This is an optimization exercise on Yosys and OpenROAD, whose aim is small area, a short achievable clock period and few clock cycles per item, not a production implementation. The RTL was checked by simulation tests, not by an equivalence proof against the original design. Power and IR drop assume default switching activity.

`flow/constraint.sdc`:
```
create_clock -name core_clock -period 5.0 [get_ports {S_AXI_ACLK}]
set_input_delay 1.0000 -clock core_clock [delete_from_list [all_inputs] [get_ports {S_AXI_ACLK}]]
set_output_delay 1.0000 -clock core_clock [all_outputs]
set_load 0.01 [all_outputs]
```
`flow/design.v`:
```
module ws2812_axil_slave #(
    parameter int unsigned C_S_AXI_DATA_WIDTH = 32,
    parameter int unsigned C_S_AXI_ADDR_WIDTH = 9,
    parameter int unsigned C_NUM_PIXELS       = 64
) (
    input  logic                            S_AXI_ACLK,
    input  logic                            S_AXI_ARESETN,
    input  logic [C_S_AXI_ADDR_WIDTH-1:0]   S_AXI_AWADDR,
    input  logic [2:0]                      S_AXI_AWPROT,
    input  logic                            S_AXI_AWVALID,
    output logic                            S_AXI_AWREADY,
    input  logic [C_S_AXI_DATA_WIDTH-1:0]   S_AXI_WDATA,
    input  logic [C_S_AXI_DATA_WIDTH/8-1:0] S_AXI_WSTRB,
    input  logic                            S_AXI_WVALID,
    output logic                            S_AXI_WREADY,
    output logic [1:0]                      S_AXI_BRESP,
    output logic                            S_AXI_BVALID,
    input  logic                            S_AXI_BREADY,
    input  logic [C_S_AXI_ADDR_WIDTH-1:0]   S_AXI_ARADDR,
    input  logic [2:0]                      S_AXI_ARPROT,
    input  logic                            S_AXI_ARVALID,
    output logic                            S_AXI_ARREADY,
    output logic [C_S_AXI_DATA_WIDTH-1:0]   S_AXI_RDATA,
    output logic [1:0]                      S_AXI_RRESP,
    output logic                            S_AXI_RVALID,
    input  logic                            S_AXI_RREADY,
    input  logic [5:0]                      px_addr,
    output logic [23:0]                     px_data,
    input  logic                            tx_busy,
    output logic                            tx_start,
    output logic [7:0]                      tx_len
);
    localparam int unsigned AW     = C_S_AXI_ADDR_WIDTH;
    localparam int unsigned DW     = C_S_AXI_DATA_WIDTH;
    localparam int unsigned PIX_AW = $clog2(C_NUM_PIXELS);
    localparam logic [1:0] RESP_OKAY   = 2'b00;
    localparam logic [1:0] RESP_SLVERR = 2'b10;
    typedef enum logic [1:0] {SEL_NONE, SEL_CTRL, SEL_STATUS, SEL_PIXEL} sel_t;
    typedef enum logic {W_IDLE, W_RESP} w_state_t;
    typedef enum logic {R_IDLE, R_DATA} r_state_t;
    w_state_t w_state, w_next;
    r_state_t r_state, r_next;
    logic     w_fire, r_fire;
    logic [7:0]        ctrl_len;
    logic [1:0]        busy_sync;
    logic [23:0]       pix_mem [C_NUM_PIXELS];
    logic [1:0]        w_sel, r_sel;
    logic [PIX_AW-1:0] w_idx, r_idx;
    function automatic logic [1:0] decode(input logic [AW-1:0] a);
        logic [6:0] pix_hi;
        logic [1:0] s;
        pix_hi = 7'({1'b0, a[7:2]} >> PIX_AW);
        s = SEL_NONE;
        if (a[8:2] == 7'd0)
            s = SEL_CTRL;
        else if (a[8:2] == 7'd1)
            s = SEL_STATUS;
        else if (a[8] && (pix_hi == 7'd0))
            s = SEL_PIXEL;
        decode = s;
    endfunction
    assign w_sel  = decode(S_AXI_AWADDR);
    assign r_sel  = decode(S_AXI_ARADDR);
    assign w_idx  = S_AXI_AWADDR[2 +: PIX_AW];
    assign r_idx  = S_AXI_ARADDR[2 +: PIX_AW];
    assign tx_len = ctrl_len;
    always_ff @(posedge S_AXI_ACLK or negedge S_AXI_ARESETN) begin
        if (!S_AXI_ARESETN)
            w_state <= W_IDLE;
        else
            w_state <= w_next;
    end
    always_comb begin
        w_next        = w_state;
        w_fire        = 1'b0;
        S_AXI_AWREADY = 1'b0;
        S_AXI_WREADY  = 1'b0;
        S_AXI_BVALID  = 1'b0;
        case (w_state)
            W_IDLE: begin
                if (S_AXI_AWVALID && S_AXI_WVALID) begin
                    S_AXI_AWREADY = 1'b1;
                    S_AXI_WREADY  = 1'b1;
                    w_fire        = 1'b1;
                    w_next        = W_RESP;
                end
            end
            W_RESP: begin
                S_AXI_BVALID = 1'b1;
                if (S_AXI_BREADY)
                    w_next = W_IDLE;
            end
        endcase
    end
    always_ff @(posedge S_AXI_ACLK or negedge S_AXI_ARESETN) begin
        if (!S_AXI_ARESETN)
            r_state <= R_IDLE;
        else
            r_state <= r_next;
    end
    always_comb begin
        r_next        = r_state;
        r_fire        = 1'b0;
        S_AXI_ARREADY = 1'b0;
        S_AXI_RVALID  = 1'b0;
        case (r_state)
            R_IDLE: begin
                if (S_AXI_ARVALID) begin
                    S_AXI_ARREADY = 1'b1;
                    r_fire        = 1'b1;
                    r_next        = R_DATA;
                end
            end
            R_DATA: begin
                S_AXI_RVALID = 1'b1;
                if (S_AXI_RREADY)
                    r_next = R_IDLE;
            end
        endcase
    end
    always_ff @(posedge S_AXI_ACLK or negedge S_AXI_ARESETN) begin
        if (!S_AXI_ARESETN) begin
            ctrl_len    <= 8'd0;
            tx_start    <= 1'b0;
            S_AXI_BRESP <= RESP_OKAY;
        end else begin
            tx_start <= 1'b0;
            if (w_fire) begin
                S_AXI_BRESP <= (w_sel == SEL_CTRL || w_sel == SEL_PIXEL) ? RESP_OKAY : RESP_SLVERR;
                if (w_sel == SEL_CTRL) begin
                    if (S_AXI_WSTRB[1])
                        ctrl_len <= S_AXI_WDATA[15:8];
                    tx_start <= S_AXI_WSTRB[0] & S_AXI_WDATA[0];
                end
            end
        end
    end
    always_ff @(posedge S_AXI_ACLK) begin
        if (w_fire && w_sel == SEL_PIXEL) begin
            for (int b = 0; b < 3; b++) begin
                if (S_AXI_WSTRB[b])
                    pix_mem[w_idx][8*b +: 8] <= S_AXI_WDATA[8*b +: 8];
            end
        end
    end
    always_ff @(posedge S_AXI_ACLK or negedge S_AXI_ARESETN) begin
        if (!S_AXI_ARESETN)
            px_data <= 24'd0;
        else
            px_data <= pix_mem[px_addr[PIX_AW-1:0]];
    end
    always_ff @(posedge S_AXI_ACLK or negedge S_AXI_ARESETN) begin
        if (!S_AXI_ARESETN)
            busy_sync <= 2'b00;
        else
            busy_sync <= {busy_sync[0], tx_busy};
    end
    always_ff @(posedge S_AXI_ACLK or negedge S_AXI_ARESETN) begin
        if (!S_AXI_ARESETN) begin
            S_AXI_RDATA <= '0;
            S_AXI_RRESP <= RESP_OKAY;
        end else if (r_fire) begin
            S_AXI_RRESP <= RESP_OKAY;
            case (r_sel)
                SEL_CTRL:   S_AXI_RDATA <= DW'({16'd0, ctrl_len, 8'd0});
                SEL_STATUS: S_AXI_RDATA <= DW'({31'd0, busy_sync[1]});
                SEL_PIXEL:  S_AXI_RDATA <= DW'({8'd0, pix_mem[r_idx]});
                default: begin
                    S_AXI_RDATA <= '0;
                    S_AXI_RRESP <= RESP_SLVERR;
                end
            endcase
        end
    end
    logic unused_ok;
    assign unused_ok = ^{S_AXI_AWPROT, S_AXI_ARPROT, S_AXI_AWADDR[1:0], S_AXI_ARADDR[1:0],
                         S_AXI_WDATA[31:24], S_AXI_WSTRB[3], px_addr};
endmodule
```
`flow/config.mk`:
```
export PLATFORM = sky130hd
export DESIGN_NAME = ws2812_axil_slave
export DESIGN_NICKNAME = ws2812_axil_slave
export VERILOG_FILES = /design/flow/design.v
export SDC_FILE = /design/flow/constraint.sdc
export NUM_CORES = 4
export LEC_CHECK = 0
export CAP_MARGIN = 20
export CORE_MARGIN = 2
export CORE_UTILIZATION = 40
export SLEW_MARGIN = 20
```
`flow/run.sh`:
```
#!/bin/bash
# synth_recipe.tcl (not shown) runs the flow's synth.tcl, then flattens the netlist and writes it again
# the make line also repeats each setting of config.mk as NAME=value (left out here)
make -C /OpenROAD-flow-scripts/flow DESIGN_CONFIG=/design/flow/config.mk WORK_HOME=/design/flow/orfs CLKGATE_MAP_FILE= SYNTH_SCRIPT=/design/flow/synth_recipe.tcl finish
```
==> run summary <==
## path summary, 6_finish.rpt
| path | startpoint | endpoint | slack [ns] |
|---|---|---|---|
| worst max-delay path | S_AXI_ARVALID | S_AXI_ARREADY | 1.18 |
| worst min-delay path | S_AXI_ARESETN | ctrl_len[3] | 0.26 |
| worst max register to register | w_state | pix_mem[56][13] | 2.09 |
| worst min register to register | busy_sync[0] | busy_sync[1] | 0.35 |
| max in group asynchronous | S_AXI_ARESETN | S_AXI_RDATA[21] | 3.69 |
| min in group core_clock | busy_sync[0] | busy_sync[1] | 0.35 |
## registers in the layout (all words and copies together) (netlist names)
name and cells:
r_state 1, w_state 1, S_AXI_RRESP 1, tx_start 1, S_AXI_BRESP 1, ctrl_len 8
px_data 24, busy_sync 2, pix_mem 1536, S_AXI_RDATA 24
## cell families after synthesis
kind of cell,Yosys count,share of synthesized area (%)
AO/OA/AOI/OAI,221,2.22
buffers and inverters,311,2.00
flip-flops,1599,64.4
other,1,0.00506
AND/OR/NAND/NOR,485,2.89
multiplexers,1038,28.5
## metrics by stage
| step | utilization [%] | instances | hold slack [ns] | power (uW) |
|---|---|---|---|---|
| floorplan | - | 3664 | 0.331 | 16500 |
| global placement | 43.5 | 6295 | 0.338 | 17700 |
| detailed placement | 43.5 | 6296 | 0.339 | 17700 |
| CTS | 46.7 | 6611 | 0.288 | 30600 |
| global route | 46.7 | 6615 | 0.287 | 31200 |
| finish | 46.7 | 6617 | 0.258 | 30400 |
## synth_stat cells (26+ instances only)
master,count,area share [%]
o211ai_1,43,0.44
nand2_1,126,0.64
edfxtp_1,1536,62
buf_4,44,0.45
mux2_2,47,0.71
buf_1,27,0.14
clkbuf_1,139,0.70
nor2b_1,38,0.32
nor2_1,231,1.2
nand2b_1,26,0.22
dfrtp_1,63,2.1
mux2i_1,141,1.9
buf_2,91,0.62
mux4_2,850,26
## final cells by class
| type | count | area [um^2] |
|---|---|---|
| clock inverters | 93 | 1190 |
| fillers | 15270 | 97800 |
| diodes | 6 | 15.0 |
| multi-input cells | 1754 | 24900 |
| clock buffers | 222 | 4580 |
| inverters | 5 | 18.8 |
| flip-flops and latches | 1599 | 47700 |
| repair buffers | 474 | 4150 |
| well taps | 2464 | 3080 |
## power by group through the flow
stage	Combinational (uW)	Sequential (uW)	Clock, uW
after detailed placement	2520	15100	0
final	2520	14900	13100
after floorplan	1380	15100	0
after global placement	2510	15100	0
after global routing	2640	14900	13700
after CTS	2530	14900	13200
## per-layer routing
layer	vias up	track usage (%)	routed length, um
met3	353	4.99	19500
li1	16437	-	-
met5	-	0.0781	57
met4	8	9.03	8740
met2	2069	39.8	112000
met1	22628	33.1	90800
## placed cells by master (no fill, tap or decap), drive strengths merged, types with 9 or more instances in the layout
cell type,synthesis,final
a211oi,25,25
a221oi,17,17
a22o,14,14
a22oi,23,23
buf,167,392
bufinv,0,20
clkbuf,139,222
clkdlybuf4s50,0,82
clkinv,0,56
clkinvlp,0,9
conb,1,10
dfrtp,63,63
edfxtp,1536,1536
inv,5,13
mux2,47,47
mux2i,141,141
mux4,850,850
nand2,126,126
nand2b,26,26
nand3,11,11
nand4,16,16
nor2,231,231
nor2b,38,38
nor3,11,11
o211ai,43,43
o21ai,34,34
o221ai,10,10
o41ai,12,12
==> metrics.cfg <==
[synth]
synth.distinct_cells=51
synth_seq_cells=1599
synth_seq_area_share_pct=64.4
syn_avg_cell_area_um2=20.3
async_flop_share_pct=3.94
netlist_instances=3655
synth_edf_count=1536
synth_flop_cell=edfxtp_1
netlist_area_um2=74100
yosysWarnings=1

[sta]
finalCriticalPeriod_ns=3.82
hold_violations=0
worst_pin_slew_ns=0.981
rsz0062_at_grt=false
slew_headroom_pct=34.4
setup_viol=0
fin_crit_sh_pct=76.4
tns_ns=0
finalClockSkew_ns=0.0349
finalMaxSlewViolations=0
finalWorstSetupSlack_ns=1.18
max_clock_freq_mhz=262

[power]
p_seq_share_pct=48.8
clock_power_share_pct=42.9
leakage_uw=0.0273
peakVddDrop_mv=0.268
swShare_pct=23.1
internal-power_uw=23400
p_sw_uw=7020
p_per_area_nw_per_um2=355
pwr-share-comb_pct=8.3

[route]
wl_per_cell_um=35.0
routed_wl_um=231000
drt_pass1_iterations=5
postRouteAntennaNets=0
vias_per_cell=6.27
remaining_drc_errors=0
drtIter0Drc=5181
via_count=41495

[grt]
grt_pass1_vias=41556
grt_usage_pct=24.6
grt_pass1_wl_um=324000
grt_max_degree=84
grt_remaining_overflow=0
antenna_found_initial=15

[outcome]
status=timing/DRC/antenna clean

[setup_path]
cp_max_fo=4
cpPeakStageDelay_ns=0.69
cpMostUsedCell=clkdlybuf4s50_1
path_cells=clkdlybuf4s50_1 > nand2_2 > inv_1 > clkdlybuf4s50_1
setup.worst_path.end_class=output pin
cp_slowest_cell=clkdlybuf4s50_1
reg2reg_depth=5
crit_family=buffers and inverters
cp.arrival_ns=2.82
crit_required_ns=4.00
start_kind=input pin
cp.depth=4
crit_type=in2out
cp_num_buf_inv=3

[place]
dp_hpwl_um=157000
place_ws_ns=0.990
placement.io_buffers=118
dpl_cell_area_um2=79900
gp_congestion=0.927

[cts]
cts_buffers=170
cts.sinks=1599
cts-root-buf=clkbuf_16
h-tree-depth=4
cts.repair.resized=0
clk_latency_ns=0.84
holdBufCountCts=0
cts_tree=yes
cts_buffer_depth=3
cts_setup_buffers=0
clk_pin_slew_ns=0.06

[layout]
nNetsFinal=4078
syn2layout_area_growth_pct=15.7
layout-drive-gt1-share_pct=37.3
design_area_um2=85700

[die]
start_util_pct=40.4
die-area_um2=189000
coreArea_um2=183000
rows=157
die_y_um=434
die_w_um=434
io_pins=148

[hold_path]
min_path_type=in2async

[job]
maxCapViolations=0

Testbench counts, summed over its fixed seeds: cycles 8,320, items 5,696.

## separate check: timing with driven ports
No port has a modelled driver above. Below, the same layout with a new extraction and two added sets of constraints.
Step 1 sets driving cells, clkbuf_16 on the clock port and buf_2 on the other inputs (assumed; they add their load-dependent delay and slew).
Step 2 moves the port delays by t, midway between the first and last clock arrival at a register: inputs arrive t later, outputs are due t later. That takes back most of the time a late clock gives input paths.
a / b / c = ideal / step 1 / step 2; a / b = the first two.
t, ns: 0.902
slack for setup (ns): 1.180 / 1.154 / 0.959
hold slack, ns: 0.258 / 0.207 / 0.351
worst register clock-pin slew, ns: 0.07 / 0.07
cell pins on the clock port's net: 1
After both steps setup and hold are still met in this run. The setup slack of this run moves by -0.026 ns with the drivers and by -0.221 ns with both steps.
